This is an optimization exercise on Yosys and OpenROAD, whose aim is small area, a short achievable clock period and few clock cycles per item, not a production implementation.
Function was checked by simulation only, so behaviour that the tests miss may differ from the original.
Power is estimated from default activity; no workload was simulated.

===== design.v =====
package skf_pkg;
    localparam int VALUE_W   = 32;
    localparam int COV_FRAC  = 30;
    localparam int COV_W     = COV_FRAC + 2;
    localparam int REG_W     = COV_W;
    localparam int CFG_IDX_W = 2;
    localparam int HI_W      = COV_FRAC;           
    localparam int STEPS     = COV_FRAC / 2;       
    localparam int CNT_W     = $clog2(STEPS);
    localparam logic [CNT_W-1:0] CNT_LAST = CNT_W'(STEPS - 1);
    localparam logic [CFG_IDX_W-1:0] REG_PROCESS_NOISE     = CFG_IDX_W'(0);
    localparam logic [CFG_IDX_W-1:0] REG_MEASUREMENT_NOISE = CFG_IDX_W'(1);
    localparam logic [REG_W-1:0] Q_RESET = REG_W'(1073742);
    localparam logic [REG_W-1:0] R_RESET = REG_W'(10737418);
endpackage
import skf_pkg::*;
module skf_div (
    input  logic [COV_W-1:0]   i_rem,
    input  logic [COV_W-1:0]   i_den,
    input  logic               i_f0,       
    input  logic               i_f1,       
    input  logic [COV_W-1:0]   i_pred,
    input  logic [COV_W-1:0]   i_cl,
    input  logic [HI_W-1:0]    i_ch,
    output logic [1:0]         o_q,
    output logic [COV_W-1:0]   o_rem,
    output logic [COV_W-1:0]   o_cl,
    output logic [HI_W-1:0]    o_ch
);
    localparam int TW = COV_W + 4;
    logic [TW-1:0]      r4, d1, d2, t1, t2, t3;
    logic [TW-1:0]      r4b, dn1, dn2, ds, dc;
    logic [TW-1:0]      l4b, pn1, pn2, ps, pc;
    logic               n1, n2, n3;
    logic [1:0]         q;
    logic [HI_W-1:0]    ch_dec;
    logic [TW-1:0]      l4, p1, p2, c1, c2, c3;
    logic [TW-1:0]      ct;
    logic [TW-1:0]      dn1b, dn2b, pn1b, pn2b;
    logic [HI_W-1:0]    ones;
    assign ones = '1;
    skf_add #(TW)   u_t1 (.i_a(r4),  .i_b(dn1b), .i_cin(1'b1), .o_sum(t1), .o_cout());
    skf_add #(TW)   u_t2 (.i_a(r4),  .i_b(dn2b), .i_cin(1'b1), .o_sum(t2), .o_cout());
    skf_add #(TW)   u_t3 (.i_a(ds),  .i_b(dc),   .i_cin(1'b0), .o_sum(t3), .o_cout());
    skf_add #(TW)   u_c1 (.i_a(l4),  .i_b(pn1b), .i_cin(1'b1), .o_sum(c1), .o_cout());
    skf_add #(TW)   u_c2 (.i_a(l4),  .i_b(pn2b), .i_cin(1'b1), .o_sum(c2), .o_cout());
    skf_add #(TW)   u_c3 (.i_a(ps),  .i_b(pc),   .i_cin(1'b0), .o_sum(c3), .o_cout());
    skf_add #(HI_W) u_cd (.i_a(i_ch), .i_b(ones), .i_cin(1'b0), .o_sum(ch_dec), .o_cout());
    always_comb begin
        r4 = TW'({i_rem, 2'b00});
        d1 = TW'(i_den);
        d2 = TW'({i_den, 1'b0});
        dn1b = ~d1;
        dn2b = ~d2;
        r4b = TW'({i_rem, 2'b10});
        dn1 = ~d1;
        dn2 = ~d2;
        ds  = r4b ^ dn1 ^ dn2;
        dc  = ((r4b & dn1) | (r4b & dn2) | (dn1 & dn2)) << 1;
        n1 = t1[TW-1];
        n2 = t2[TW-1];
        n3 = t3[TW-1];
        if (i_f0)      q = 2'd0;
        else if (i_f1) q = 2'd3;
        else           q = {!n2, !n3 || (!n1 && n2)};
        case ({n3, n2, n1})
            3'b000:  o_rem = t3[COV_W-1:0];
            3'b100:  o_rem = t2[COV_W-1:0];
            3'b110:  o_rem = t1[COV_W-1:0];
            default: o_rem = r4[COV_W-1:0];
        endcase
        l4     = TW'({i_cl, 2'b00});
        p1     = TW'(i_pred);
        p2     = TW'({i_pred, 1'b0});
        pn1b   = ~p1;
        pn2b   = ~p2;
        l4b    = TW'({i_cl, 2'b10});
        pn1    = ~p1;
        pn2    = ~p2;
        ps     = l4b ^ pn1 ^ pn2;
        pc     = ((l4b & pn1) | (l4b & pn2) | (pn1 & pn2)) << 1;
        case (q)
            2'd0:    ct = l4;
            2'd1:    ct = c1;
            2'd2:    ct = c2;
            default: ct = c3;
        endcase
        o_q  = q;
        o_cl = ct[COV_W-1:0];
        o_ch = {ct[TW-1] ? ch_dec[HI_W-3:0] : i_ch[HI_W-3:0], ct[COV_W+1:COV_W]};
    end
endmodule
module skf_add #(
    parameter int W = 32
) (
    input  logic [W-1:0] i_a,
    input  logic [W-1:0] i_b,
    input  logic         i_cin,
    output logic [W-1:0] o_sum,
    output logic         o_cout
);
    localparam int L = $clog2(W);
    logic [W-1:0] g [0:L];
    logic [W-1:0] p [0:L];
    logic [W-1:0] hp;
    assign hp   = i_a ^ i_b;
    assign g[0] = (i_a & i_b) | {{(W-1){1'b0}}, hp[0] & i_cin};
    assign p[0] = hp;
    for (genvar l = 0; l < L; l++) begin : g_lvl
        for (genvar i = 0; i < W; i++) begin : g_bit
            if (((i >> l) & 1) == 1) begin : g_node
                localparam int J = ((i >> l) << l) - 1;
                assign g[l+1][i] = g[l][i] | (p[l][i] & g[l][J]);
                assign p[l+1][i] = p[l][i] & p[l][J];
            end else begin : g_pass
                assign g[l+1][i] = g[l][i];
                assign p[l+1][i] = p[l][i];
            end
        end
    end
    assign o_sum  = hp ^ {g[L][W-2:0], i_cin};
    assign o_cout = g[L][W-1];
endmodule
import skf_pkg::*;
module scalar_kalman_filter_unit (
    input  logic                                 i_clk,
    input  logic                                 i_rst_n,
    input  logic                                 i_in_valid,
    output logic                                 o_in_stall,
    input  logic signed [skf_pkg::VALUE_W-1:0]   i_sample,
    output logic                                 o_out_valid,
    input  logic                                 i_out_stall,
    output logic signed [skf_pkg::VALUE_W-1:0]   o_estimate,
    input  logic                                 i_cfg_we,
    input  logic [skf_pkg::CFG_IDX_W-1:0]        i_cfg_index,
    input  logic [skf_pkg::REG_W-1:0]            i_cfg_data
);
    logic               r_rst_n;
    logic [REG_W-1:0]   r_q, r_r;
    logic               r_q_def, r_r_def;    
    logic [COV_W-1:0]   r_pred, r_den, r_rem, r_cl;
    logic [HI_W-1:0]    r_ch;
    logic [COV_W-1:0]   r_cov;               
    logic [VALUE_W-1:0] r_s;                 
    logic [VALUE_W-1:0] r_est;               
    logic [VALUE_W-1:0] r_el;
    logic [HI_W-1:0]    r_eh;
    logic [CNT_W-1:0]   r_cnt;
    logic [1:0]         r_qd;
    logic               r_busy, r_ebusy, r_elast;
    logic               r_pend, r_out_valid;
    logic               r_o_valid, r_o_stall;   
    logic               we_q, we_r;
    logic               start, fin, last;
    logic               n_busy, n_pend, n_out_valid;
    logic [REG_W-1:0]   q_val, r_val;
    logic [COV_W-1:0]   cov;
    logic [COV_W:0]     pq_sum;
    logic [COV_W+1:0]   pqr_sum, pqr_a, pqr_b, pqr_c, pqr_s, pqr_cy;
    logic [VALUE_W+2:0] et_s, et_c;
    logic [COV_FRAC-1:0] fin_lo;
    logic [COV_W-1:0]   pred, den;
    logic [VALUE_W-1:0] est_u;
    logic               c29;
    logic [2:0]         fin_k;
    logic [HI_W-1:0]    eh_inc;
    logic [VALUE_W-1:0] est_next;
    logic [VALUE_W-1:0] x1, x0;
    logic [VALUE_W+2:0] et, ea, eb, ec;
    logic               f0, f1;
    logic [1:0]         q;
    logic [COV_W-1:0]   n_rem, n_cl;
    logic [HI_W-1:0]    n_ch;
    assign we_q  = i_cfg_we && i_cfg_index == REG_PROCESS_NOISE;
    assign we_r  = i_cfg_we && i_cfg_index == REG_MEASUREMENT_NOISE;
    assign start = i_in_valid && !o_in_stall;
    assign fin   = r_pend && !r_out_valid;
    assign last  = r_cnt == CNT_LAST;
    assign est_u = {~r_est[VALUE_W-1], r_est[VALUE_W-2:0]};
    assign q_val = r_q_def ? Q_RESET : r_q;
    assign r_val = r_r_def ? R_RESET : r_r;
    always_comb begin
        cov     = r_cov;
        pqr_a   = {2'b0, cov};
        pqr_b   = {2'b0, q_val};
        pqr_c   = {2'b0, r_val};
        pqr_s   = pqr_a ^ pqr_b ^ pqr_c;
        pqr_cy  = ((pqr_a & pqr_b) | (pqr_a & pqr_c) | (pqr_b & pqr_c)) << 1;
        pred    = pq_sum[COV_W] ? '1 : pq_sum[COV_W-1:0];
        den     = (pqr_sum[COV_W+1:COV_W] != 2'b0) ? '1 : pqr_sum[COV_W-1:0];
    end
    assign f0 = r_den == '0;
    assign f1 = r_pred == r_den;
    skf_add #(COV_W+1) u_pq  (.i_a({1'b0, cov}), .i_b({1'b0, q_val}), .i_cin(1'b0),
                              .o_sum(pq_sum), .o_cout());
    skf_add #(COV_W+2) u_pqr (.i_a(pqr_s), .i_b(pqr_cy), .i_cin(1'b0),
                              .o_sum(pqr_sum), .o_cout());
    skf_add #(VALUE_W+3) u_et (.i_a(et_s), .i_b(et_c), .i_cin(1'b0),
                               .o_sum(et), .o_cout());
    skf_add #(HI_W) u_ehi (.i_a(r_eh), .i_b('0), .i_cin(1'b1), .o_sum(eh_inc), .o_cout());
    skf_add #(COV_FRAC) u_fin (.i_a(r_el[COV_FRAC-1:0]), .i_b(est_u[COV_FRAC-1:0]), .i_cin(1'b0),
                               .o_sum(fin_lo), .o_cout(c29));
    skf_div u_div (
        .i_rem   (r_rem),
        .i_den   (r_den),
        .i_f0    (f0),
        .i_f1    (f1),
        .i_pred  (r_pred),
        .i_cl    (r_cl),
        .i_ch    (r_ch),
        .o_q     (q),
        .o_rem   (n_rem),
        .o_cl    (n_cl),
        .o_ch    (n_ch)
    );
    always_comb begin
        x1     = r_qd[1] ? r_s : est_u;
        x0     = r_qd[0] ? r_s : est_u;
        ea     = {1'b0, r_el, 2'b00};
        eb     = {2'b0, x1, 1'b0};
        ec     = {3'b0, x0};
        et_s   = ea ^ eb ^ ec;
        et_c   = ((ea & eb) | (ea & ec) | (eb & ec)) << 1;
    end
    always_comb begin
        fin_k    = {1'b0, r_el[VALUE_W-1:COV_FRAC]} + {1'b0, est_u[VALUE_W-1:COV_FRAC]} + {2'b0, c29};
        est_next = {fin_k[2] ? eh_inc : r_eh, fin_k[1:0]};
    end
    always_comb begin
        n_busy      = start || (r_busy && !last);
        n_pend      = (r_ebusy && r_elast) || (r_pend && !fin);
        n_out_valid = fin || (r_out_valid && i_out_stall);
    end
    always_ff @(posedge i_clk) begin
        r_rst_n <= i_rst_n;
        if (we_q) r_q <= i_cfg_data;
        if (we_r) r_r <= i_cfg_data;
        if (we_q) r_q_def <= 1'b0;
        else if (!r_rst_n) r_q_def <= 1'b1;
        if (we_r) r_r_def <= 1'b0;
        else if (!r_rst_n) r_r_def <= 1'b1;
        if (!r_rst_n) begin
            r_cov       <= COV_W'(1) << COV_FRAC;
            r_est       <= '0;
            r_busy      <= 1'b0;
            r_ebusy     <= 1'b0;
            r_pend      <= 1'b0;
            r_out_valid <= 1'b0;
        end else begin
            if (r_busy && last) r_cov <= {n_ch, n_cl[COV_W-1:COV_W-2]};
            if (fin) r_est <= {~est_next[VALUE_W-1], est_next[VALUE_W-2:0]};
            r_busy      <= n_busy;
            r_ebusy     <= r_busy;
            r_pend      <= n_pend;
            r_out_valid <= n_out_valid;
        end
        r_o_valid <= i_rst_n && r_rst_n && n_out_valid;
        r_o_stall <= !i_rst_n || (r_rst_n && (n_busy || n_pend || n_out_valid));
        r_elast <= last;
        r_qd    <= q;
        if (!r_busy) begin
            r_cl   <= pred;
            r_ch   <= '0;
            r_pred <= pred;
            r_den  <= den;
            r_rem  <= pred;
            r_s    <= {~i_sample[VALUE_W-1], i_sample[VALUE_W-2:0]};
            r_cnt  <= '0;
        end else begin
            r_cl   <= n_cl;
            r_ch   <= n_ch;
            r_rem  <= n_rem;
            r_cnt  <= r_cnt + CNT_W'(1);
        end
        if (r_ebusy) begin
            r_el <= et[VALUE_W-1:0];
            r_eh <= {et[VALUE_W+2] ? eh_inc[HI_W-3:0] : r_eh[HI_W-3:0], et[VALUE_W+1:VALUE_W]};
        end else if (!r_pend || !r_out_valid) begin
            r_el <= '0;
            r_eh <= '0;
        end
    end
    assign o_in_stall  = r_o_stall;
    assign o_out_valid = r_o_valid;
    assign o_estimate  = r_est;
endmodule

===== flow/run.sh =====
#!/bin/bash
# Standard layout, with timing repair aiming for 7 ns of setup slack.
set -euo pipefail
bash standard.sh SETUP_SLACK_MARGIN=7 finish > flow_make.log 2>&1

===== standard.sh =====
#!/bin/bash
# synth_recipe.tcl (not shown) runs the flow's synth.tcl, then flattens the netlist and writes it again
# the make line also repeats each setting of config.mk as NAME=value (left out here)
make -C /OpenROAD-flow-scripts/flow DESIGN_CONFIG=/design/flow/config.mk WORK_HOME=/design/flow/orfs CLKGATE_MAP_FILE= SYNTH_SCRIPT=/design/flow/synth_recipe.tcl "${@:-finish}"

===== config.mk =====
export PLATFORM = sky130hd
export DESIGN_NAME = scalar_kalman_filter_unit
export DESIGN_NICKNAME = scalar_kalman_filter_unit
export VERILOG_FILES = /design/flow/design.v
export SDC_FILE = /design/flow/constraint.sdc
export NUM_CORES = 4
export LEC_CHECK = 0
export CAP_MARGIN = 20
export CORE_MARGIN = 2
export CORE_UTILIZATION = 40
export CTS_BUF_LIST = sky130_fd_sc_hd__clkbuf_8
export SLEW_MARGIN = 20

===== constraint.sdc =====
create_clock -name core_clock -period 12.0 [get_ports {i_clk}]
set_input_delay 2.4000 -clock core_clock [delete_from_list [all_inputs] [get_ports {i_clk}]]
set_output_delay 2.4000 -clock core_clock [all_outputs]
set_load 0.01 [all_outputs]

==> results of run 1 <==
## Yosys cell counts, drive strengths merged, types with 99 or more instances
library cell / instances / area (um^2)
dfxtp: 172 / 3440
nand2: 229 / 860
ha: 330 / 4130
a21oi: 241 / 1210
xnor2: 160 / 1400
fa: 162 / 3240
inv: 243 / 920
o21ai: 175 / 876
a21o: 100 / 751
nor2: 210 / 788
edfxtp: 222 / 6670
clkbuf: 99 / 372
## per-stage QoR
stage | worst slack (ns) | instance area, um^2 | util (%)
floorplan | 7.34 | 32300 | -
global placement | 6.26 | 34500 | 43.1
finish | 7.16 | 36400 | 45.4
global route | 6.99 | 36400 | 45.4
detailed placement | 6.21 | 34500 | 43.1
CTS | 7.02 | 36300 | 45.3
## worst max-delay path, delay by kind of cell, from the launching register on
family / cells / cell delay [ns]
adders and majority gates: 2 / 0.80
muxes: 1 / 0.21
DFF: 1 / 0.44
AOI/OAI and AO/OA: 7 / 1.57
buffers and inverters: 5 / 0.91
and+or+nand+nor: 2 / 0.72
## repair_timing
| item | 4_1_cts | 5_1_grt |
|---|---|---|
| pin swaps | 2 | 4 |
| buffers inserted | 4 | 3 |
| endpoints found under the setup margin | 189 | 148 |
| gates resized for setup | 21 | 30 |
## per-layer routing
| metal | track usage, % | vias to the layer above | share of wire [%] |
|---|---|---|---|
| met1 | 33.1 | 12600 | 47 |
| met3 | 4.38 | 155 | 7.0 |
| li1 | - | 12500 | - |
| met4 | 6.55 | 0 | 2.5 |
| met5 | 0 | - | 0 |
| met2 | 36.0 | 796 | 44 |
## kinds of logic after synthesis
logic type                 count (synthesis)  share of synthesized area (%)
and+or+nand+nor                          859                           13.1
buffers and inverters                    353                           4.20
DFF                                      394                           31.3
muxes                                     95                           3.23
xor gates and xnor gates                 253                           6.86
adders and majority gates                492                           22.8
AOI/OAI and AO/OA                        911                           18.4
## worst max-delay path by stage
stage,cells past startpoint,end
2_1_floorplan,15,r_eh[25]$_SDFFCE_PN0P_
3_3_place_gp,15,r_cl[14]$_DFF_P_
3_5_place_dp,15,r_cl[14]$_DFF_P_
4_1_cts,16,r_cov[31]$_SDFFE_PN0P_
5_1_grt,17,r_cov[31]$_SDFFE_PN0P_
6_report,17,r_cov[31]$_SDFFE_PN0P_
## power by group
group	total (mW)	internal (mW)	switching, mW
clock network	1.46	0.818	0.638
registers	1.84	1.60	0.235
logic	5.22	2.10	3.13
total	8.52	4.52	4.00
## area by class of cell
class | instances | area [um^2]
clock buffers | 87 | 1200
inverters | 243 | 933
multi-input cells | 2610 | 21000
repair buffers | 142 | 1400
diodes | 1 | 2.50
fillers | 7737 | 43800
flip-flops and latches | 394 | 10100
well taps | 1060 | 1330
clock inverters | 52 | 420
==> run notes, run 1 <==
maximum vdd drop: 165 uV
synth warn: 17
Setup-failing EPs final: 0
PwrDens: 234 mW/mm^2
Layout Skew: 0.0502 ns
die height: 288 um
synthesized area per cell: 9.62 um^2
max cap viols: 0
Synth async-reset ratio: 0%
GRT Util Overall: 23.3%
CP max FO: 42
number of synthesized flops with an enable pin: 222
CTS root buffer: clkbuf_8
unrepaired setup endpoints after global routing: false
CTS tree: yes
Total Nets Final: 4029
total CTS buffers: 75
initial antenna violation count: 1
Netlist cell types: 85
status: finished clean
clock slew at reported path FFs: 0.06 ns
fin crit share: 40.4%
Leak Pwr: 15.6 nW
io pins: 105
FF-to-FF Start: r_den[9]$_SDFFCE_PP1N_
Worst Setup End Kind: flop
r2r setup slk: 7.16 ns
CP max-delay cell: or4b_1
CTS H-tree depth: 3
Period minus WS final: 4.84 ns
CP Data Required Time: 12.56 ns
Core Region: 0.0802 mm^2
via count: 26000
wirelength, routed: 96500 um
critical path arrival: 5.41 ns
Routed wire per std cell: 21.0 um
max-slew violations: 0
crit-path cells: inv_1, fa_1, ha_1, a21oi_1, o21ai_1, a311oi_2, buf_4, a211o_1, a211oi_4, a2111oi_2, or2_1, buf_12, inv_12, mux2i_4, buf_8, or4b_1, a31oi_1
clock sinks: 394
die width: 288 um
Post-DP HPWL: 74200 um
Initial Utilization: 40.3%
first-pass GRT wire length: 149000 um
worst r2r path cells: 17
Largest stage delay, worst path: 0.52 ns
clock latency (worst-skew pair): 0.68 ns
post-synth net total: 3920
Seq/Total Area, Yosys: 31.3%
Worst Tran Pin Value: 1.02 ns
area added between synthesis and finish: 12.7%
Setup Crit Path Kind: reg2reg
most frequent cells in the layout: 330 x ha_1, 256 x inv_1, 240 x a21oi_1
largest net degree at the start of global routing: 78
vias in the first global route: 25100
DR vias/cell: 5.67
gr ovfl total: 0
final hold vios: 0
hold path endpoint: r_cnt[0]$_SDFF_PN0_
clock buffer depth: 3
post-synthesis cell count: 3357
std cell rows: 104
FF-to-FF End: r_cov[31]$_SDFFE_PN0P_
placed cells: 4442
Rel. slew slack: 31.8%
Port Buffers: 104
full die area: 0.0830 mm^2
layout cell share with drive strength beyond 1: 8.48%
CTS Hold Buffers Added: 0
initial DRC count: 1970
drt pass-1 iters: 5
sum of negative setup slack: 0 ns
Tot Pwr: 8.52 mW
RePlAce Congestion: 0.997
hold path start: r_cnt[0]$_SDFF_PN0_
critical path startpoint: r_den[9]$_SDFFCE_PP1N_
Post-synth top flop: edfxtp_1
#FFs+latches synth: 394
Max Clk Rate: 207 MHz
# DRC: 0
WHS Path Cells: 1
Post-Syn Area: 0.0323 mm^2
ANT nets after route: 0
WHS: 0.470 ns
most common cell after layout, fill and taps aside: ha_1
Worst Hold Class: reg2reg
startpoint types: flop
post-route insts no fill: 4589
Testbench counts, summed over its fixed seeds: cycles 32,928, items 2,048.
==> run 2, diff against run 1 <==
==> flow/run.sh (replaced) <==
#!/bin/bash
# Standard layout, with timing repair aiming for 8 ns of setup slack.
set -euo pipefail
bash standard.sh SETUP_SLACK_MARGIN=8 finish > flow_make.log 2>&1
==> run 2 against run 1 <==
- area after synthesis did not move
- non-clock buffer count rose by 276
- power rose by 22%
- setup slack improved by 0.50 ns
- largest power group unchanged
==> run notes, run 2 <==
status: finished clean
DR vias/cell: 5.77 (+1.7%)
RePlAce Congestion: 1.04 (+4.6%)
drt pass-1 iters: 6 (+1)
post-synth net total: 3920 (unchanged)
max layer used: met5
most frequent cells in the layout: 278 x ha_1, 222 x edfxtp_1, 218 x buf_4
Setup-failing EPs final: 0 (unchanged)
vias in the first global route: 27400 (+9.3%)
routed wl met3: 9030 um (+34%)
Worst Setup End Kind: flop
final hold vios: 0 (unchanged)
Net Sw Frac: 45.9% (-1.0 points)
critical path arrival: 4.95 ns (-0.46 ns)
first-pass GRT wire length: 161000 um (+7.7%)
Power Internal: 5.60 mW (+24%)
total stage count of the critical path: 19 (+2)
critical path startpoint: r_den[5]$_SDFFCE_PP1N_
most common cell after layout, fill and taps aside: ha_1
io pins: 105 (unchanged)
met2 WL post-DR: 47600 um (+12%)
Layout Skew: 0.0508 ns (+0.000582 ns)
die height: 288 um (unchanged)
crit-path cells: inv_2, buf_4, fa_1, ha_1, o21a_1, o21ba_2, nand3_4, a211o_4, a211oi_4, a2111oi_2, or2_1, buf_12, inv_16, buf_4, buf_12, a31oi_4, buf_6, or4_4, a31oi_1
gr ovfl total: 0 (unchanged)
Netlist cell types: 85 (unchanged)
clock slew at reported path FFs: 0.07 ns (about the same)
synthesized area per cell: 9.62 um^2 (unchanged)
clock buffer depth: 3 (unchanged)
Synth top area share: 20.6% (unchanged)
largest net degree at the start of global routing: 94 (+21%)
CTS H-tree depth: 3 (unchanged)
full die area: 0.0830 mm^2 (unchanged)
synth warn: 17 (unchanged)
max cap viols: 0 (unchanged)
Leak Pwr: 17.8 nW (+14%)
Post-Syn Area: 0.0323 mm^2 (unchanged)
# DRC: 0 (unchanged)
fin crit share: 36.2% (-4.1 points)
area leader, netlist: edfxtp_1
unrepaired setup endpoints after global routing: true
layout cell share with drive strength beyond 1: 25.3% (+17 points)
Synth async-reset ratio: 0% (unchanged)
CTS root buffer: clkbuf_8
Worst Hold Class: reg2reg
Rel. slew slack: 29.6% (-2.2 points)
startpoint types: flop
top-count cell post-synth: ha_1
multi-input combinational cell area: 0.0232 mm^2 (+10%)
worst r2r path cells: 19 (+2)
CTS tree: yes
clock share of power: 13.5% (-3.6 points)
area added between synthesis and finish: 28.8%
Total Nets Final: 4309 (+6.9%)
Period minus WS final: 4.35 ns (-0.496 ns)
Initial Utilization: 40.3% (unchanged)
Core Region: 0.0802 mm^2 (unchanged)
FF-to-FF End: r_cov[28]$_SDFFE_PN0P_
initial DRC count: 2352 (+19%)
Crit path buffers/inverters: 7 (+2)
Port Buffers: 104 (unchanged)
initial antenna violation count: 2 (+1)
GRT Util Overall: 25.0% (+1.8 points)
Synth area leaders: edfxtp_1 21%, ha_1 13%, dfxtp_1 11%, fa_1 10%, xnor2_1 4.3%
via count: 28100 (+7.9%)
clock latency (worst-skew pair): 0.70 ns (+0.02 ns)
wirelength, routed: 107000 um (+11%)
Setup Crit Path Kind: reg2reg
Tot Pwr: 10.4 mW (+22%)
WHS Path Cells: 2 (+1)
Routed wire per std cell: 22.0 um (+4.6%)
CP Data Required Time: 12.60 ns (+0.04 ns)
wire length on met1: 46500 um (+3.6%)
PwrDens: 249 mW/mm^2 (+6.4%)
post-synthesis cell count: 3357 (unchanged)
Max Clk Rate: 230 MHz (+11%)
Post-synth top cells: 330 x ha_1, 241 x a21oi_1, 241 x inv_1
max-slew violations: 0 (unchanged)
die width: 288 um (unchanged)
r2r setup slk: 7.65 ns (+0.50 ns)
CP max-delay cell: fa_1
total CTS buffers: 73 (-2.7%)
CP max FO: 7 (-83%)
std cell rows: 104 (unchanged)
combinational power share: 68.9% (+7.6 points)
Critical Path End: r_cov[28]$_SDFFE_PN0P_
clock sinks: 394 (unchanged)
Post-synth top flop: edfxtp_1
P_sw: 4.75 mW (+19%)
Seq/Total Area, Yosys: 31.3% (unchanged)
Largest stage delay, worst path: 0.49 ns (-0.03 ns)
Flop pwr share: 17.5% (-4.1 points)
sum of negative setup slack: 0 ns (unchanged)
fillers: 7238 (-6.4%)
maximum vdd drop: 154 uV (-6.3%)
number of synthesized flops with an enable pin: 222 (unchanged)
FF-to-FF Start: r_den[5]$_SDFFCE_PP1N_
Post-DP HPWL: 72600 um (-2.2%)
#FFs+latches synth: 394 (unchanged)
ANT nets after route: 0 (unchanged)
Worst Tran Pin Value: 1.06 ns (+0.0323 ns)
cell family with most CP delay: compound AO/OA/AOI/OAI gates
register area: 0.0102 mm^2 (+0.56%)
## run 2: repair_timing
item / in CTS / in global routing
endpoints found under the hold margin: 0 / 0
buffers inserted: 180 / 77
cloned: 26 / 6
pin swaps: 137 / 167
setup endpoints to repair: 305 / 244
gates resized for setup: 418 / 274
hold buffers: 0 / 0
## run 2: power groups by stage
stage	sequential (mW)	combinational, mW	clock [mW]
final	1.82	7.14	1.40
after global routing	1.83	7.66	1.48
after CTS	1.80	6.28	1.42
after detailed placement	1.87	4.97	0
after global placement	1.87	4.96	0
after floorplan	1.75	3.74	0
## run 2: cell families after synthesis
kind of cell | share of synthesized area (%)
XOR/XNOR | 6.86
AND/OR/NAND/NOR | 13.1
buffers and inverters | 4.20
adder cells (fa/ha/maj) | 22.8
flip-flops | 31.3
AO/OA/AOI/OAI | 18.4
multiplexers | 3.23
## run 2: routing by layer
metal | vias up | GRT usage [%]
met2 | 1040 | 39.1
li1 | 13100 | -
met1 | 13700 | 34.2
met5 | - | 0
met3 | 264 | 5.55
met4 | 2 | 8.78
## run 2: how the worst min path moves through the flow
stage	start	endpoint	slack, ns
2_1_floorplan	r_cnt[0]$_SDFF_PN0_	r_cnt[0]$_SDFF_PN0_	0.43
3_3_place_gp	r_cnt[0]$_SDFF_PN0_	r_cnt[0]$_SDFF_PN0_	0.44
3_5_place_dp	r_cnt[0]$_SDFF_PN0_	r_cnt[0]$_SDFF_PN0_	0.46
4_1_cts	r_cnt[0]$_SDFF_PN0_	r_cnt[0]$_SDFF_PN0_	0.47
5_1_grt	r_ch[27]$_SDFF_PN0_	r_cov[31]$_SDFFE_PN0P_	0.50
6_report	r_ch[27]$_SDFF_PN0_	r_cov[31]$_SDFFE_PN0P_	0.47
## run 2: worst reg2reg max path, cell delays in order, from the launching register on
cell	delay, ns
edfxtp_1	0.39
inv_2	0.07
buf_4	0.14
fa_1	0.49
ha_1	0.36
o21a_1	0.17
o21ba_2	0.19
nand3_4	0.10
a211o_4	0.38
a211oi_4	0.34
a2111oi_2	0.06
or2_1	0.27
buf_12	0.16
inv_16	0.09
buf_4	0.12
buf_12	0.11
a31oi_4	0.08
buf_6	0.16
or4_4	0.44
a31oi_1	0.17
## run 2: metrics by stage
| stage | std cells | worst slack (ns) | hold WS (ns) | util, % | instance area, um^2 |
|---|---|---|---|---|---|
| 2_1_floorplan | 3357 | 8.01 | 0.430 | - | 32400 |
| 3_3_place_gp | 4441 | 6.74 | 0.445 | 43.1 | 34500 |
| 6_report | 4867 | 7.65 | 0.468 | 51.9 | 41600 |
| 4_1_cts | 4782 | 7.75 | 0.468 | 49.4 | 39600 |
| 5_1_grt | 4866 | 7.54 | 0.495 | 51.9 | 41600 |
| 3_5_place_dp | 4442 | 6.67 | 0.455 | 43.1 | 34600 |
## run 2: layout make-up
| type | instances | share of cell area (%) |
|---|---|---|
| diodes | 2 | 0.0120 |
| clock buffers | 82 | 2.71 |
| clock inverters | 52 | 0.924 |
| inverters | 243 | 2.30 |
| multi-input cells | 2615 | 55.7 |
| flip-flops and latches | 394 | 24.5 |
| well taps | 1060 | 3.19 |
| repair buffers | 418 | 10.7 |
| repair inverters | 1 | 0.0391 |
==> run 3, diff against run 2 <==
==> flow/run.sh (replaced) <==
#!/bin/bash
# Standard layout, with timing repair aiming for 7.75 ns of setup slack.
set -euo pipefail
bash standard.sh SETUP_SLACK_MARGIN=7.75 finish > flow_make.log 2>&1
==> run 3 against run 2 <==
- first-iteration DRC count is 3.0% higher
- die area is the same
- flip-flop and latch count unchanged
- cell count is 1.8% lower
- clock skew decreased by 0.012 ns
- largest cell class unchanged
- cell area shrank 4.5%
- count of clock-buffer cells in the layout is 13 higher
- combinational power is 13% lower
- global-route usage fell by 0.70 points
- worst hold slack better by 0.0014 ns
==> run notes, run 3 <==
CP Data Required Time: 12.59 ns (about the same)
largest net degree at the start of global routing: 72 (-23%)
Routed wire per std cell: 22.0 um (-0.14%)
final design utilization: 49.5% (-2.4 points)
#FFs+latches synth: 394 (unchanged)
Post-Place Cell Area: 0.0345 mm^2 (about the same)
clock buffer depth: 3 (unchanged)
Critical Path End: r_cov[12]$_SDFFE_PN0P_
startpoint types: flop
Leak Pwr: 17.0 nW (-4.0%)
Setup Crit Path Kind: reg2reg
Worst Hold Class: reg2reg
gr ovfl total: 0 (unchanged)
clock latency (worst-skew pair): 0.68 ns (-0.02 ns)
critical path startpoint: r_den[18]$_SDFFCE_PP1N_
full die area: 0.0830 mm^2 (unchanged)
wirelength, routed: 105000 um (-2.0%)
Worst Tran Pin Value: 1.04 ns (-0.0129 ns)
register area: 0.0101 mm^2 (-0.47%)
die width: 288 um (unchanged)
Post-synth top flop: edfxtp_1
drt pass-1 iters: 7 (+1)
PwrDens: 241 mW/mm^2 (-3.3%)
Port Buffers: 104 (unchanged)
critical path arrival: 4.93 ns (-0.02 ns)
final instance area: 0.0397 mm^2 (-4.5%)
fin crit share: 36.2% (-0.052 points)
max cap viols: 0 (unchanged)
Crit path buffers/inverters: 8 (+1)
io pins: 105 (unchanged)
CTS H-tree depth: 3 (unchanged)
maximum vdd drop: 136 uV (-12%)
GRT Util Overall: 24.3% (-0.70 points)
CTS tree: yes
Post-DP HPWL: 73700 um (+1.5%)
FF-to-FF Start: r_den[18]$_SDFFCE_PP1N_
via count: 27300 (-2.8%)
CP max FO: 29 (+22)
FF-to-FF End: r_cov[12]$_SDFFE_PN0P_
Layout Skew: 0.0385 ns (-0.0123 ns)
Total Nets Final: 4216 (-2.2%)
area leader, netlist: edfxtp_1
WHS Path Cells: 1 (-1)
synth warn: 17 (unchanged)
status: finished clean
Largest stage delay, worst path: 0.49 ns (about the same)
routed wl met3: 8260 um (-8.6%)
total stage count of the critical path: 19 (unchanged)
first-pass GRT wire length: 156000 um (-3.2%)
CP max-delay cell: edfxtp_1
final hold vios: 0 (unchanged)
Initial Utilization: 40.3% (unchanged)
crit-path cells: inv_2, ha_1, a21oi_1, o21ai_1, a221oi_2, o221a_2, o221ai_4, nand2_4, buf_12, inv_1, buf_8, a22o_4, mux2i_4, buf_12, buf_12, buf_12, buf_6, mux2i_4, o2bb2ai_1
vias in the first global route: 26000 (-5.2%)
clock slew at reported path FFs: 0.06 ns (about the same)
top-count cell post-synth: ha_1
die height: 288 um (unchanged)
Setup-failing EPs final: 0 (unchanged)
Post-Syn Area: 0.0323 mm^2 (unchanged)
RePlAce Congestion: 0.987 (-5.4%)
layout cell share with drive strength beyond 1: 18.6% (-6.7 points)
Seq/Total Area, Yosys: 31.3% (unchanged)
most frequent cells in the layout: 303 x ha_1, 222 x edfxtp_1, 219 x a21oi_1
unrepaired setup endpoints after global routing: true
CTS root buffer: clkbuf_8
Rel. slew slack: 29.9% (+0.26 points)
Core Region: 0.0802 mm^2 (unchanged)
cell family with most CP delay: compound AO/OA/AOI/OAI gates
post-synth net total: 3920 (unchanged)
area added between synthesis and finish: 23.0%
fillers: 7462 (+3.1%)
Netlist cell types: 85 (unchanged)
most used cell along the critical path: buf_12
wire length on met1: 47600 um (+2.4%)
Post-synth top cells: 330 x ha_1, 241 x a21oi_1, 241 x inv_1
most common cell after layout, fill and taps aside: ha_1
total CTS buffers: 77 (+5.5%)
DR vias/cell: 5.71 (-1.0%)
max layer used: met4
Synth area leaders: edfxtp_1 21%, ha_1 13%, dfxtp_1 11%, fa_1 10%, xnor2_1 4.3%
sum of negative setup slack: 0 ns (unchanged)
# DRC: 0 (unchanged)
max-slew violations: 0 (unchanged)
Synth async-reset ratio: 0% (unchanged)
synthesized area per cell: 9.62 um^2 (unchanged)
Synth top area share: 20.6% (unchanged)
Period minus WS final: 4.34 ns (-0.00623 ns)
multi-input combinational cell area: 0.0221 mm^2 (-4.7%)
Max Clk Rate: 230 MHz (+0.14%)
initial DRC count: 2422 (+3.0%)
ANT nets after route: 0 (unchanged)
clock sinks: 394 (unchanged)
worst r2r path cells: 19 (unchanged)
r2r setup slk: 7.66 ns (about the same)
Worst Setup End Kind: flop
initial antenna violation count: 1 (-1)
met2 WL post-DR: 46000 um (-3.5%)
number of synthesized flops with an enable pin: 222 (unchanged)
post-synthesis cell count: 3357 (unchanged)
std cell rows: 104 (unchanged)
run 3: cell counts after synthesis:
No cell type changed its count.
run 3: stage by stage:
stage | std cells | hold slack (ns) | setup WS [ns] | total power [mW]
2_1_floorplan | 3357 | 0.430 | 7.80 | 5.48
3_3_place_gp | 4441 | 0.446 | 6.42 | 6.81
3_5_place_dp | 4441 | 0.457 | 6.36 | 6.81
4_1_cts | 4656 | 0.471 | 7.70 | 8.78
5_1_grt | 4778 | 0.502 | 7.58 | 10.2
6_report | 4778 | 0.469 | 7.66 | 9.56
run 3: report_power, final:
group / leakage (nW) / internal, mW / switching (mW)
sequential: 3.75 / 1.60 / 0.208
clock: 0.954 / 0.877 / 0.673
combinational: 12.3 / 2.73 / 3.47
run 3: worst min path at each step:
stage / endpoint / slack, ns / from
final: r_cnt[0]$_SDFF_PN0_ / 0.47 / r_cnt[0]$_SDFF_PN0_
after global routing: r_cov[31]$_SDFFE_PN0P_ / 0.50 / r_ch[27]$_SDFF_PN0_
after CTS: r_cnt[0]$_SDFF_PN0_ / 0.47 / r_cnt[0]$_SDFF_PN0_
after detailed placement: r_cnt[0]$_SDFF_PN0_ / 0.46 / r_cnt[0]$_SDFF_PN0_
after global placement: r_cnt[0]$_SDFF_PN0_ / 0.45 / r_cnt[0]$_SDFF_PN0_
after floorplan: r_cnt[0]$_SDFF_PN0_ / 0.43 / r_cnt[0]$_SDFF_PN0_
run 3: final cells by class:
cell class | instances | area share, %
Antenna cell | 1 | 0.00630
Clock buffer | 95 | 3.29
Clock inverter | 48 | 1.09
Inverter | 243 | 2.45
Multi-Input combinational cell | 2612 | 55.6
Sequential cell | 394 | 25.5
Tap cell | 1060 | 3.34
Timing Repair Buffer | 324 | 8.69
Timing Repair inverter | 1 | 0.0284
run 3: what timing repair did:
action / in CTS / in global routing
hold buffers: 0 / 0
buffers inserted: 60 / 109
setup endpoints to repair: 267 / 214
resized for setup: 187 / 169
pin swaps: 39 / 74
endpoints found under the hold margin: 0 / 0
gates cloned: 12 / 12
run 3: routing by layer:
layer / vias to the layer above / GRT usage, %
li1: 12900 / -
met5: - / 0
met4: 0 / 7.41
met3: 197 / 4.96
met2: 938 / 37.1
met1: 13300 / 34.6
run 3: cells by family (layout without fill, tap and decap cells):
logic type               Yosys count  in the layout  synth area share [%]
other                              0              1                     0
XOR/XNOR                         253            253                  6.86
adder cells (fa/ha/maj)          492            492                  22.8
AO/OA/AOI/OAI                    911            911                  18.4
flip-flops                       394            394                  31.3
buffers and inverters            353            711                  4.20
multiplexers                      95             95                  3.23
AND/OR/NAND/NOR                  859            861                  13.1
==> run 4, diff against run 3 <==
==> flow/run.sh (replaced) <==
#!/bin/bash
# Standard layout, with timing repair aiming for 7.5 ns of setup slack.
set -euo pipefail
bash standard.sh SETUP_SLACK_MARGIN=7.5 finish > flow_make.log 2>&1
--- a/config.mk
+++ b/config.mk
@@ -11,2 +11,3 @@
 export CTS_BUF_LIST = sky130_fd_sc_hd__clkbuf_8
+export GPL_ROUTABILITY_DRIVEN = 0
 export SLEW_MARGIN = 20
==> run 4 against run 3 <==
- still clean on timing, DRC and antenna
- flip-flop and latch count unchanged
- area after synthesis unchanged
- setup slack got worse by 0.15 ns
- cell area decreased by 5.7%
- die area unchanged
- wire length decreased by 4.6%
- first-iteration DRC count decreased by 9.0%
- cell count decreased by 2.4%
- critical path type unchanged
- largest cell class unchanged
==> run notes, run 4 <==
status: finished clean
synth warn: 17 (unchanged)
clock slew at reported path FFs: 0.07 ns (about the same)
final hold vios: 0 (unchanged)
via count: 26700 (-2.3%)
Post-Syn Area: 0.0323 mm^2 (unchanged)
Max Clk Rate: 223 MHz (-3.4%)
clock latency (worst-skew pair): 0.66 ns (-0.02 ns)
Synth area leaders: edfxtp_1 21%, ha_1 13%, dfxtp_1 11%, fa_1 10%, xnor2_1 4.3%
wirelength, routed: 100000 um (-4.6%)
sum of negative setup slack: 0 ns (unchanged)
CTS root buffer: clkbuf_8
area leader, netlist: edfxtp_1
initial DRC count: 2205 (-9.0%)
most frequent cells in the layout: 326 x ha_1, 233 x inv_1, 232 x a21oi_1
final instance area: 0.0374 mm^2 (-5.7%)
drt pass-1 iters: 5 (-2)
fillers: 7690 (+3.1%)
max-slew violations: 0 (unchanged)
clock sinks: 394 (unchanged)
die width: 288 um (unchanged)
Initial Utilization: 40.3% (unchanged)
Setup Crit Path Kind: reg2reg
io pins: 105 (unchanged)
Routed wire per std cell: 21.5 um (-2.2%)
Port Buffers: 104 (unchanged)
DR vias/cell: 5.72 (+0.11%)
initial antenna violation count: 1 (unchanged)
Post-DP HPWL: 73000 um (-0.99%)
CTS tree: yes
WHS: 0.463 ns (-0.00684 ns)
Post-synth top flop: edfxtp_1
first-pass GRT wire length: 152000 um (-2.6%)
r2r setup slk: 7.51 ns (-0.15 ns)
Worst Hold Class: reg2reg
Leak Pwr: 16.1 nW (-5.8%)
layout cell share with drive strength beyond 1: 12.0% (-6.6 points)
GRT Util Overall: 23.5% (-0.80 points)
critical path arrival: 5.09 ns (+0.16 ns)
area added between synthesis and finish: 16.0%
maximum vdd drop: 127 uV (-6.3%)
largest net degree at the start of global routing: 78 (+8.3%)
CP max FO: 39 (+34%)
vias in the first global route: 25400 (-2.2%)
gr ovfl total: 0 (unchanged)
Worst Tran Pin Value: 1.05 ns (+0.00464 ns)
Total Nets Final: 4101 (-2.7%)
Tot Pwr: 9.01 mW (-5.7%)
total CTS buffers: 73 (-5.2%)
max cap viols: 0 (unchanged)
post-synthesis cell count: 3357 (unchanged)
post-synth net total: 3920 (unchanged)
Core Region: 0.0802 mm^2 (unchanged)
Seq/Total Area, Yosys: 31.3% (unchanged)
#FFs+latches synth: 394 (unchanged)
final setup margin: 7.51 ns (-0.152 ns)
number of synthesized flops with an enable pin: 222 (unchanged)
Synth top area share: 20.6% (unchanged)
Post-Place Cell Area: 0.0345 mm^2 (about the same)
fin crit share: 37.4% (+1.3 points)
Setup-failing EPs final: 0 (unchanged)
Post-synth top cells: 330 x ha_1, 241 x a21oi_1, 241 x inv_1
unrepaired setup endpoints after global routing: true
Synth async-reset ratio: 0% (unchanged)
pre-CTS WS: 6.16 ns (-0.204 ns)
# DRC: 0 (unchanged)
most common cell after layout, fill and taps aside: ha_1
PwrDens: 241 mW/mm^2 (about the same)
CTS H-tree depth: 3 (unchanged)
Rel. slew slack: 30.2% (+0.29 points)
top-count cell post-synth: ha_1
startpoint types: flop
Layout Skew: 0.0320 ns (-0.00647 ns)
ANT nets after route: 0 (unchanged)
full die area: 0.0830 mm^2 (unchanged)
Period minus WS final: 4.49 ns (+0.152 ns)
Worst Setup End Kind: flop
std cell rows: 104 (unchanged)
die height: 288 um (unchanged)
synthesized area per cell: 9.62 um^2 (unchanged)
Netlist cell types: 85 (unchanged)
CP Data Required Time: 12.60 ns (about the same)
clock buffer depth: 3 (unchanged)
==> run 4: path summary, 6_finish.rpt <==
path	cells past startpoint	startpoint	endpoint
max	19	r_den[2]$_SDFFCE_PP1N_	r_cov[23]$_SDFFE_PN0P_
max reg2reg	19	r_den[2]$_SDFFCE_PP1N_	r_cov[23]$_SDFFE_PN0P_
min	1	r_cnt[0]$_SDFF_PN0_	r_cnt[0]$_SDFF_PN0_
min reg2reg	1	r_cnt[0]$_SDFF_PN0_	r_cnt[0]$_SDFF_PN0_
==> run 4: cells by family (layout without fill, tap and decap cells) <==
| logic type | count (synthesis) | count (layout) | share of synthesized area (%) |
|---|---|---|---|
| AOI/OAI and AO/OA | 911 | 911 | 18.4 |
| xor gates and xnor gates | 253 | 253 | 6.86 |
| adders and majority gates | 492 | 492 | 22.8 |
| buffers and inverters | 353 | 593 | 4.20 |
| DFF | 394 | 394 | 31.3 |
| muxes | 95 | 95 | 3.23 |
| other | 0 | 4 | 0 |
| and+or+nand+nor | 859 | 860 | 13.1 |
==> run 4: area by class of cell <==
class,count,area [um^2],share of cell area (%)
antenna,4,10.0,0.0267
timing repair buffer,214,2190,5.86
clock buffer,77,1060,2.83
sequential,394,10100,27.1
clock inverter,58,449,1.20
timing repair inverter,1,8.76,0.0234
tap,1060,1330,3.54
inverter,243,953,2.55
multi-input combinational,2611,21300,56.9
==> run 4: power by group <==
| part | leakage, nW | total [mW] | internal [mW] | switching (mW) |
|---|---|---|---|---|
| registers | 3.75 | 1.83 | 1.60 | 0.228 |
| clock network | 0.835 | 1.38 | 0.736 | 0.647 |
| logic | 11.5 | 5.79 | 2.43 | 3.36 |
==> run 4: critical path: stages (launching register included) <==
cell and delay (ns):
edfxtp_1 0.45, inv_2 0.08, buf_4 0.14, buf_4 0.12, ha_1 0.33, o211ai_1 0.09
a21oi_1 0.39, o21ai_2 0.20, o21a_1 0.33, o221ai_4 0.27, nand2_2 0.16, buf_12 0.22
inv_1 0.11, buf_8 0.25, a22o_4 0.21, mux2i_4 0.08, buf_12 0.17, buf_16 0.15
or4_4 0.49, a31oi_1 0.17
==> run 4: repair_timing <==
| item | in CTS | in global routing |
|---|---|---|
| hold buffers | 0 | 0 |
| setup endpoints to repair | 235 | 208 |
| endpoints found under the hold margin | 0 | 0 |
| pin swaps | 10 | 33 |
| gates resized for setup | 73 | 72 |
| setup buffers | 26 | 48 |
| gates cloned | 4 | 5 |
==> run 4: through the flow <==
step | util [%] | instances
final | 46.7 | 4662
after global routing | 46.7 | 4660
after CTS | 45.6 | 4605
after detailed placement | 43.1 | 4440
after global placement | 43.1 | 4440
after floorplan | - | 3357
==> run 4: routing by layer <==
metal  vias up  share of wire, %  global-route usage (%)
met1     12900                46                    33.5
met2       920                43                    35.6
met3       195               7.5                    5.20
met4         0               2.8                    7.11
li1      12600                 -                       -
met5         -                 0                       0
==> run 5, diff against run 4 <==
--- a/config.mk
+++ b/config.mk
@@ -9,5 +9,4 @@
 export CORE_MARGIN = 2
-export CORE_UTILIZATION = 40
+export CORE_UTILIZATION = 50
 export CTS_BUF_LIST = sky130_fd_sc_hd__clkbuf_8
-export GPL_ROUTABILITY_DRIVEN = 0
 export SLEW_MARGIN = 20
==> run 5 against run 4 <==
- global-route usage grew 8.6 points
- cell count shrank 4.0%
- die area is 20% lower
- critical path depth shrank 2
- clock power down 5%
- first-iteration DRC count shrank 4.9%
- flip-flop and latch count unchanged
- non-clock buffer count rose by 21
- critical endpoint unchanged
- still clean on timing, DRC and antenna
- count of clock-buffer cells in the layout grew 4
==> run notes, run 5 <==
combinational family with the most area after synthesis: adder cells
final setup margin: 7.41 ns (-0.103 ns)
Setup Crit Path Kind: reg2reg
number of synthesized flops with an enable pin: 222 (unchanged)
CTS H-tree depth: 3 (unchanged)
max-slew violations: 0 (unchanged)
#FFs+latches synth: 394 (unchanged)
CP Data Required Time: 12.58 ns (-0.02 ns)
most common cell after layout, fill and taps aside: ha_1
wirelength, routed: 109000 um (+9.3%)
max cap viols: 0 (unchanged)
PwrDens: 244 mW/mm^2 (+1.4%)
Seq/Total Area, Yosys: 31.3% (unchanged)
post-synthesis cell count: 3357 (unchanged)
gr ovfl total: 0 (unchanged)
Period minus WS final: 4.59 ns (+0.103 ns)
Max Clk Rate: 218 MHz (-2.3%)
synth warn: 17 (unchanged)
pre-CTS WS: 6.10 ns (-0.0599 ns)
final hold vios: 0 (unchanged)
CTS tree: yes
status: finished clean
Synth top area share: 20.6% (unchanged)
total CTS buffers: 73 (unchanged)
Leak Pwr: 16.1 nW (+0.42%)
Layout Skew: 0.0447 ns (+0.0127 ns)
Port Buffers: 104 (unchanged)
mux cell area share after synthesis: 3.23% (unchanged)
Post-DP HPWL: 82200 um (+13%)
drt pass-1 iters: 6 (+1)
Worst Setup End Kind: flop
Synth async-reset ratio: 0% (unchanged)
Worst Hold Class: reg2reg
critical path arrival: 5.17 ns (+0.08 ns)
CTS root buffer: clkbuf_8
unrepaired setup endpoints after global routing: true
full die area: 0.0666 mm^2 (-20%)
Routed wire per std cell: 24.4 um (+14%)
Synth Area in Compound Gates: 18.4% (unchanged)
die height: 258 um (-10%)
Netlist cell types: 85 (unchanged)
Synth area leaders: edfxtp_1 21%, ha_1 13%, dfxtp_1 11%, fa_1 10%, xnor2_1 4.3%
synthesized area per cell: 9.62 um^2 (unchanged)
Worst Tran Pin Value: 1.17 ns (+0.127 ns)
top-count cell post-synth: ha_1
std cell rows: 93 (-11%)
DR vias/cell: 6.12 (+7.0%)
XOR/XNOR share of the synthesized area: 6.86% (unchanged)
Rel. slew slack: 19.7% (-11 points)
ANT nets after route: 0 (unchanged)
area added between synthesis and finish: 15.7%
clock slew at reported path FFs: 0.06 ns (about the same)
layout cell share with drive strength beyond 1: 13.2% (+1.2 points)
post-route insts no fill: 4476 (-4.0%)
initial antenna violation count: 4 (+3)
post-synth net total: 3920 (unchanged)
CP max FO: 21 (-46%)
vias in the first global route: 26900 (+5.7%)
most frequent cells in the layout: 322 x ha_1, 233 x a21oi_1, 225 x nand2_1
io pins: 105 (unchanged)
Core Region: 0.0641 mm^2 (-20%)
maximum vdd drop: 185 uV (+45%)
Post-Syn Area: 0.0323 mm^2 (unchanged)
fin crit share: 38.3% (+0.86 points)
Setup-failing EPs final: 0 (unchanged)
area leader, netlist: edfxtp_1
Initial Utilization: 50.4% (+10 points)
placed cells: 4238 (-4.5%)
final instance area: 0.0373 mm^2 (-0.24%)
largest net degree at the start of global routing: 70 (-10%)
GRT Util Overall: 32.2% (+8.6 points)
via count: 27400 (+2.8%)
die width: 258 um (-10%)
Post-Place Cell Area: 0.0343 mm^2 (-0.62%)
Post-synth top cells: 330 x ha_1, 241 x a21oi_1, 241 x inv_1
startpoint types: flop
simple-gate share of the synthesized area: 13.1% (unchanged)
clock sinks: 394 (unchanged)
Synth Area in Adders: 22.8% (unchanged)
clock buffer depth: 3 (unchanged)
# DRC: 0 (unchanged)
final design utilization: 58.3% (+12 points)
sum of negative setup slack: 0 ns (unchanged)
RePlAce Congestion: 0.967
initial DRC count: 2097 (-4.9%)
first-pass GRT wire length: 163000 um (+7.7%)
Post-synth top flop: edfxtp_1
Total Nets Final: 4122 (+0.51%)
clock latency (worst-skew pair): 0.67 ns (about the same)
-- run 5: power by group --
part | total (mW) | internal (mW) | switching (mW)
registers | 1.85 | 1.61 | 0.244
logic | 5.96 | 2.46 | 3.50
clock network | 1.31 | 0.673 | 0.635
total | 9.11 | 4.74 | 4.38
-- run 5: repair_timing --
item / 4_1_cts / 5_1_grt
cloned: 6 / 5
gates resized for setup: 103 / 86
pin swaps: 13 / 20
endpoints found under the setup margin: 229 / 193
hold buffers: 0 / 0
buffers inserted: 24 / 66
-- run 5: path summary, 6_finish.rpt --
check / to / start / depth (start not counted) / slack [ns]
setup / recovery: r_cov[23]$_SDFFE_PN0P_ / r_den[20]$_SDFFCE_PP1N_ / 17 / 7.41
hold / removal: r_cnt[0]$_SDFF_PN0_ / r_cnt[0]$_SDFF_PN0_ / 1 / 0.47
hold reg to reg: r_cnt[0]$_SDFF_PN0_ / r_cnt[0]$_SDFF_PN0_ / 1 / 0.47
setup reg to reg: r_cov[23]$_SDFFE_PN0P_ / r_den[20]$_SDFFCE_PP1N_ / 17 / 7.41
-- run 5: metrics by stage --
step	power (mW)	hold WS, ns
floorplan	5.48	0.430
global placement	6.96	0.447
detailed placement	7.01	0.464
CTS	8.64	0.479
global route	9.69	0.509
finish	9.11	0.473
-- run 5: critical path, cell delays in order, from the launching register on --
cell	delay [ns]
edfxtp_1	0.50
inv_2	0.12
fa_1	0.60
ha_4	0.22
a21o_1	0.20
a21oi_2	0.17
o211ai_1	0.16
a31oi_2	0.31
a211oi_4	0.14
a2111oi_4	0.48
or2_4	0.22
buf_12	0.14
clkinv_16	0.07
mux2i_4	0.18
buf_12	0.15
buf_12	0.14
or4_1	0.50
a31oi_1	0.17
-- run 5: final cells by class --
type	count	area [um^2]
clock buffer	81	1110
fill	5624	26800
tap	855	1070
timing repair inverter	1	11.3
antenna	1	2.50
inverter	243	962
sequential	394	10100
clock inverter	55	319
multi-input combinational	2611	21400
timing repair buffer	235	2350
-- run 5: cells by family (layout without fill, tap and decap cells) --
logic type / after synthesis / in the layout
other cells: 0 / 1
mux: 95 / 95
compound gates: 911 / 912
simple gates: 859 / 859
flops: 394 / 394
xor+xnor: 253 / 253
buf+inv: 353 / 615
fa+ha+maj: 492 / 492
-- run 5: metal layers --
metal	share of wire [%]	GRT usage [%]	vias up	routed length, um
met4	5.0	15.0	0	5470
met5	0	0	-	0
li1	-	-	12700	-
met2	45	50.7	1006	49300
met3	5.9	3.73	246	6420
met1	44	44.3	13500	48200
==> run 6, diff against run 5 <==
--- a/config.mk
+++ b/config.mk
@@ -9,4 +9,5 @@
 export CORE_MARGIN = 2
-export CORE_UTILIZATION = 50
+export CORE_UTILIZATION = 40
 export CTS_BUF_LIST = sky130_fd_sc_hd__clkbuf_8
+export PLACE_DENSITY = 0.7
 export SLEW_MARGIN = 20
==> run 6 against run 5 <==
- still clean on timing, DRC and antenna
- cell count rose by 3.5%
- worst hold slack got worse by 0.0098 ns
- register-to-register slack improved by 0.20 ns
- sequential share of layout area rose by 0.15 points
- clock power barely moved
- via count fell by 3.0%
- global-route usage fell by 9.9 points
- power fell by 5.9%
- utilization fell by 12 points
- flip-flop and latch count did not move
- area after synthesis did not move
- setup slack improved by 0.20 ns
- critical endpoint is now r_eh[1]$_SDFFCE_PN0P_
==> run notes, run 6 <==
status: finished clean
most frequent cells in the layout: 322 x ha_1, 235 x a21oi_1, 226 x nand2_1
vias in the first global route: 25500 (-4.9%)
clock sinks: 394 (unchanged)
synthesized area per cell: 9.62 um^2 (unchanged)
fillers: 7495 (+33%)
most common cell after layout, fill and taps aside: ha_1
critical path startpoint: r_qd[1]$_DFF_P_
Core Region: 0.0802 mm^2 (+25%)
startpoint types: flop
Synth area leaders: edfxtp_1 21%, ha_1 13%, dfxtp_1 11%, fa_1 10%, xnor2_1 4.3%
max-slew violations: 0 (unchanged)
initial DRC count: 2396 (+14%)
Synth Area in Compound Gates: 18.4% (unchanged)
CP Data Required Time: 12.37 ns (-0.21 ns)
simple-gate share of the synthesized area: 13.1% (unchanged)
FF-to-FF Start: r_qd[1]$_DFF_P_
clock buffer depth: 3 (unchanged)
sum of negative setup slack: 0 ns (unchanged)
CTS tree: yes
placed cells: 4433 (+4.6%)
Layout Skew: 0.0375 ns (-0.00719 ns)
initial antenna violation count: 3 (-1)
Setup Crit Path Kind: reg2reg
register area: 0.0101 mm^2 (about the same)
CTS H-tree depth: 3 (unchanged)
number of synthesized flops with an enable pin: 222 (unchanged)
via count: 26600 (-3.0%)
ANT nets after route: 0 (unchanged)
final hold vios: 0 (unchanged)
PwrDens: 231 mW/mm^2 (-5.3%)
area added between synthesis and finish: 15.0%
Leak Pwr: 15.9 nW (-1.6%)
gr ovfl total: 0 (unchanged)
maximum vdd drop: 158 uV (-14%)
drt pass-1 iters: 6 (unchanged)
top-count cell post-synth: ha_1
clock latency (worst-skew pair): 0.66 ns (about the same)
full die area: 0.0830 mm^2 (+25%)
Synth top area share: 20.6% (unchanged)
total CTS buffers: 69 (-5.5%)
largest net degree at the start of global routing: 94 (+34%)
first-pass GRT wire length: 146000 um (-11%)
GRT Util Overall: 22.3% (-9.9 points)
Post-DP HPWL: 70300 um (-14%)
Period minus WS final: 4.40 ns (-0.197 ns)
Rel. slew slack: 30.7% (+11 points)
layout cell share with drive strength beyond 1: 11.9% (-1.3 points)
DR vias/cell: 5.74 (-6.3%)
RePlAce Congestion: 0.952 (-1.6%)
Tot Pwr: 8.58 mW (-5.9%)
post-synth net total: 3920 (unchanged)
die width: 288 um (+12%)
combinational family with the most area after synthesis: adder cells
max cap viols: 0 (unchanged)
#FFs+latches synth: 394 (unchanged)
Setup-failing EPs final: 0 (unchanged)
Synth Area in Adders: 22.8% (unchanged)
Routed wire per std cell: 20.3 um (-17%)
critical path arrival: 4.76 ns (-0.41 ns)
Initial Utilization: 40.3% (-10 points)
Netlist cell types: 85 (unchanged)
std cell rows: 104 (+12%)
Seq/Total Area, Yosys: 31.3% (unchanged)
multi-input combinational cell area: 0.0213 mm^2 (-0.36%)
post-route insts no fill: 4631 (+3.5%)
Max Clk Rate: 227 MHz (+4.5%)
synth warn: 17 (unchanged)
Port Buffers: 104 (unchanged)
# DRC: 0 (unchanged)
post-synthesis cell count: 3357 (unchanged)
unrepaired setup endpoints after global routing: true
clock slew at reported path FFs: 0.06 ns (about the same)
Worst Tran Pin Value: 1.03 ns (-0.144 ns)
CTS root buffer: clkbuf_8
mux cell area share after synthesis: 3.23% (unchanged)
Synth async-reset ratio: 0% (unchanged)
wirelength, routed: 93900 um (-14%)
Worst Setup End Kind: flop
Total Nets Final: 4080 (-1.0%)
CP max FO: 11 (-48%)
fin crit share: 36.7% (-1.6 points)
hold path start: r_cnt[0]$_SDFF_PN0_
Post-Syn Area: 0.0323 mm^2 (unchanged)
die height: 288 um (+12%)
Post-synth top cells: 330 x ha_1, 241 x a21oi_1, 241 x inv_1
area leader, netlist: edfxtp_1
io pins: 105 (unchanged)
Worst Hold Class: reg2reg
Post-synth top flop: edfxtp_1
XOR/XNOR share of the synthesized area: 6.86% (unchanged)
run 6: cell counts after synthesis:
Identical to the previous run, type by type.
run 6: path summary, 6_finish.rpt:
check / slack (ns) / depth (start not counted) / endpoint
worst min register to register: 0.46 / 1 / r_cnt[0]$_SDFF_PN0_
worst max register to register: 7.60 / 15 / r_eh[1]$_SDFFCE_PN0P_
worst max-delay path: 7.60 / 15 / r_eh[1]$_SDFFCE_PN0P_
worst min-delay path: 0.46 / 1 / r_cnt[0]$_SDFF_PN0_
run 6: per-stage QoR:
step	utilization (%)	hold slack (ns)	instance area (um^2)	worst slack, ns
after floorplan	-	0.430	32300	7.52
after global placement	43.0	0.445	34500	6.37
after detailed placement	43.0	0.457	34500	6.33
after CTS	45.5	0.472	36500	7.52
after global routing	46.3	0.494	37100	7.45
final	46.3	0.463	37100	7.60
run 6: metal layers:
layer	wire length [um]	global-route usage (%)	vias to the layer above
met5	13	0	-
met4	3730	8.94	2
met3	6840	3.54	204
met2	43000	35.8	975
met1	40300	29.9	12800
li1	-	-	12600
run 6: area by class of cell:
type | count | area share (%)
Antenna cell | 1 | 0.00674
Clock buffer | 86 | 3.19
Clock inverter | 38 | 0.731
Inverter | 243 | 2.61
Multi-Input combinational cell | 2610 | 57.4
Sequential cell | 394 | 27.3
Tap cell | 1060 | 3.57
Timing Repair Buffer | 199 | 5.21
run 6: cell families after synthesis:
logic type,count (synthesis)
compound gates,911
xor+xnor,253
fa+ha+maj,492
buf+inv,353
flops,394
mux,95
simple gates,859
run 6: critical path: stages (launching register included):
cell and delay [ns]:
dfxtp_4 0.48, buf_6 0.19, mux2_2 0.36, fa_1 0.48
ha_1 0.34, a21o_1 0.16, a21o_1 0.18, a21oi_2 0.24
o221ai_2 0.17, a32o_1 0.25, o21ai_1 0.20, nand3_1 0.17
nor2b_1 0.18, fa_1 0.38, xnor2_1 0.27, nor2_1 0.06
run 6: what timing repair did:
item / CTS / global route
cloned: 1 / 1
hold buffers: 0 / 0
setup buffers: 24 / 46
resized for setup: 78 / 73
setup endpoints to repair: 233 / 216
pin swaps: 7 / 17
run 6: power by group:
part	internal, mW	switching, mW	total (mW)
clock network	0.719	0.602	1.32
logic	2.29	3.12	5.42
registers	1.61	0.236	1.84
==> run 7, diff against run 6 <==
--- a/config.mk
+++ b/config.mk
@@ -11,3 +11,2 @@
 export CTS_BUF_LIST = sky130_fd_sc_hd__clkbuf_8
-export PLACE_DENSITY = 0.7
 export SLEW_MARGIN = 20
==> run 7 against run 6 <==
- highest routed layer is now met4
- sequential power about the same
- area after synthesis stayed put
- maximum frequency barely moved
- flip-flop and latch count did not move
- setup slack lost 0.0020 ns
==> run notes, run 7 <==
status: finished clean
area added between synthesis and finish: 15.6%
Seq/Total Area, Yosys: 31.3% (unchanged)
Flop pwr share: 21.0% (-0.5 points)
post-synth net total: 3920 (unchanged)
WHS Path Cells: 1 (unchanged)
Setup-failing EPs final: 0 (unchanged)
#FFs+latches synth: 394 (unchanged)
Post-synth top flop: edfxtp_1
CTS tree: yes
# DRC: 0 (unchanged)
Net Sw Frac: 46.7% (+0.56 points)
cell family with most CP delay: compound AO/OA/AOI/OAI gates
critical path arrival: 4.91 ns (+0.15 ns)
clock slew at reported path FFs: 0.06 ns (about the same)
Worst Setup End Kind: flop
Synth top area share: 20.6% (unchanged)
CTS root buffer: clkbuf_8
gr ovfl total: 0 (unchanged)
Synth area leaders: edfxtp_1 21%, ha_1 13%, dfxtp_1 11%, fa_1 10%, xnor2_1 4.3%
total stage count of the critical path: 15 (unchanged)
number of synthesized flops with an enable pin: 222 (unchanged)
total CTS buffers: 74 (+7.2%)
synth warn: 17 (unchanged)
post-synthesis cell count: 3357 (unchanged)
initial DRC count: 2153 (-10%)
Largest stage delay, worst path: 0.53 ns (+0.05 ns)
CP max-delay cell: a2111oi_1
Synth async-reset ratio: 0% (unchanged)
combinational power share: 62.9% (-0.2 points)
full die area: 0.0830 mm^2 (unchanged)
Layout Skew: 0.0501 ns (+0.0126 ns)
final hold vios: 0 (unchanged)
DR vias/cell: 5.69 (-0.89%)
CP max FO: 77 (+66)
r2r setup slk: 7.60 ns (about the same)
Total Nets Final: 4096 (+0.39%)
CTS H-tree depth: 3 (unchanged)
initial antenna violation count: 1 (-2)
ANT nets after route: 0 (unchanged)
synthesized area per cell: 9.62 um^2 (unchanged)
Max Clk Rate: 227 MHz (about the same)
register area: 0.0101 mm^2 (unchanged)
io pins: 105 (unchanged)
wirelength, routed: 98900 um (+5.3%)
Leak Pwr: 16.1 nW (+1.2%)
drt pass-1 iters: 6 (unchanged)
largest net degree at the start of global routing: 91 (-3.2%)
layout cell share with drive strength beyond 1: 12.2% (+0.33 points)
clock buffer depth: 3 (unchanged)
fin crit share: 36.7% (about the same)
sum of negative setup slack: 0 ns (unchanged)
CTS Hold Buffers Added: 0 (unchanged)
via count: 26500 (-0.36%)
Post-Syn Area: 0.0323 mm^2 (unchanged)
worst r2r path cells: 15 (unchanged)
maximum vdd drop: 172 uV (+9.0%)
die width: 288 um (unchanged)
Worst Tran Pin Value: 0.974 ns (-0.0569 ns)
final design utilization: 46.6% (+0.24 points)
final setup margin: 7.60 ns (-0.00203 ns)
Post-DP HPWL: 73800 um (+5.0%)
multi-input combinational cell area: 0.0213 mm^2 (-0.18%)
unrepaired setup endpoints after global routing: true
startpoint types: flop
Routed wire per std cell: 21.2 um (+4.8%)
std cell rows: 104 (unchanged)
clock latency (worst-skew pair): 0.69 ns (+0.03 ns)
most frequent cells in the layout: 323 x ha_1, 233 x a21oi_1, 231 x inv_1
first-pass GRT wire length: 151000 um (+3.9%)
Tot Pwr: 8.71 mW (+1.5%)
Rel. slew slack: 35.1% (+4.4 points)
PwrDens: 233 mW/mm^2 (+0.98%)
area leader, netlist: edfxtp_1
clock share of power: 16.1% (+0.7 points)
Setup Crit Path Kind: reg2reg
pre-CTS WS: 6.37 ns (+0.0414 ns)
max cap viols: 0 (unchanged)
Core Region: 0.0802 mm^2 (unchanged)
top-count cell post-synth: ha_1
Period minus WS final: 4.40 ns (+0.00203 ns)
RePlAce Congestion: 0.991 (+4.1%)
clock sinks: 394 (unchanged)
most common cell after layout, fill and taps aside: ha_1
vias in the first global route: 25300 (-1.1%)
Crit path buffers/inverters: 4 (+3)
Worst Hold Class: reg2reg
Power Internal: 4.64 mW (+0.44%)
die height: 288 um (unchanged)
GRT Util Overall: 23.5% (+1.3 points)
max-slew violations: 0 (unchanged)
fillers: 7695 (+2.7%)
Initial Utilization: 40.3% (unchanged)
CP Data Required Time: 12.51 ns (+0.14 ns)
crit-path cells: inv_2, ha_1, a21o_1, a21o_1, a2111oi_1, o221a_2, o221ai_2, nand2_2, buf_12, inv_1, buf_4, mux2_2, mux2i_2, mux2_2, nor2_1
P_sw: 4.07 mW (+2.7%)
Post-synth top cells: 330 x ha_1, 241 x a21oi_1, 241 x inv_1
WHS: 0.469 ns (+0.00571 ns)
Netlist cell types: 85 (unchanged)
Port Buffers: 104 (unchanged)
run 7: metrics by stage:
| step | area (um^2) | instances |
|---|---|---|
| finish | 37300 | 4656 |
| global route | 37300 | 4656 |
| CTS | 36700 | 4606 |
| detailed placement | 34500 | 4440 |
| global placement | 34500 | 4440 |
| floorplan | 32300 | 3357 |
run 7: metal layers:
| metal | GRT usage [%] | routed length (um) | vias up |
|---|---|---|---|
| met2 | 36.0 | 43400 | 885 |
| met5 | 0 | 0 | - |
| met1 | 33.6 | 45000 | 12800 |
| met4 | 6.92 | 2970 | 0 |
| li1 | - | - | 12600 |
| met3 | 4.57 | 7490 | 193 |
run 7: power groups by stage:
stage / logic (mW) / clock network (mW) / registers, mW
floorplan: 3.73 / 0 / 1.75
CTS: 5.24 / 1.43 / 1.83
detailed placement: 4.96 / 0 / 1.87
finish: 5.47 / 1.40 / 1.83
global route: 6.02 / 1.49 / 1.84
global placement: 4.96 / 0 / 1.87
run 7: cells by family after synthesis:
family	Yosys count	share of synthesized area [%]
flip-flops	394	31.3
multiplexers	95	3.23
AO/OA/AOI/OAI	911	18.4
AND/OR/NAND/NOR	859	13.1
XOR/XNOR	253	6.86
buffers and inverters	353	4.20
adder cells (fa/ha/maj)	492	22.8
run 7: layout make-up:
class	count	share of cell area (%)
Antenna cell	1	0.00671
Clock buffer	85	3.13
Clock inverter	53	1.06
Inverter	243	2.56
Multi-Input combinational cell	2612	57.0
Sequential cell	394	27.1
Tap cell	1060	3.55
Timing Repair Buffer	208	5.54
run 7: path summary, 6_finish.rpt:
kind / start / end
worst min register to register: r_cnt[0]$_SDFF_PN0_ / r_cnt[0]$_SDFF_PN0_
worst min-delay path: r_cnt[0]$_SDFF_PN0_ / r_cnt[0]$_SDFF_PN0_
worst max-delay path: r_den[28]$_SDFFCE_PP1N_ / r_cov[2]$_SDFFE_PN0P_
worst max register to register: r_den[28]$_SDFFCE_PP1N_ / r_cov[2]$_SDFFE_PN0P_
run 7: what timing repair did:
| action | CTS | global route |
|---|---|---|
| cloned | 4 | 3 |
| endpoints found under the setup margin | 234 | 222 |
| buffers inserted | 24 | 46 |
| resized for setup | 78 | 70 |
| pin swaps | 10 | 22 |
run 7: worst register-to-register path: stages (launching register included):
cell and delay [ns]:
edfxtp_1 0.49, inv_2 0.17, ha_1 0.31, a21o_1 0.18
a21o_1 0.17, a2111oi_1 0.53, o221a_2 0.35, o221ai_2 0.20
nand2_2 0.16, buf_12 0.31, inv_1 0.11, buf_4 0.26
mux2_2 0.32, mux2i_2 0.39, mux2_2 0.24, nor2_1 0.03

## re-timing with driven ports
No port has a modelled driver above. Below, the same layouts with a new extraction and two added sets of constraints. Step 1, drivers: a clkbuf_16 drives i_clk and a buf_2 each remaining input, both assumed. Step 2 times the ports against the registers' clock, not the clock port: input delays grow and output delays shrink by t, the midpoint of the rising clock arrivals with the driver on. Slacks: ideal ports / drivers / drivers and shift; pairs: ideal ports / drivers.
run	t (ns)	setup WS [ns]
run 1	0.722	7.158 / 7.158 / 7.158
run 2	0.738	7.654 / 7.654 / 7.654
run 3	0.732	7.660 / 7.660 / 7.660
run 4	0.715	7.509 / 7.509 / 7.509
run 5	0.710	7.405 / 7.405 / 7.405
run 6	0.711	7.602 / 7.602 / 7.602
run 7	0.723	7.600 / 7.600 / 7.600
After both steps every run listed still meets setup and hold.
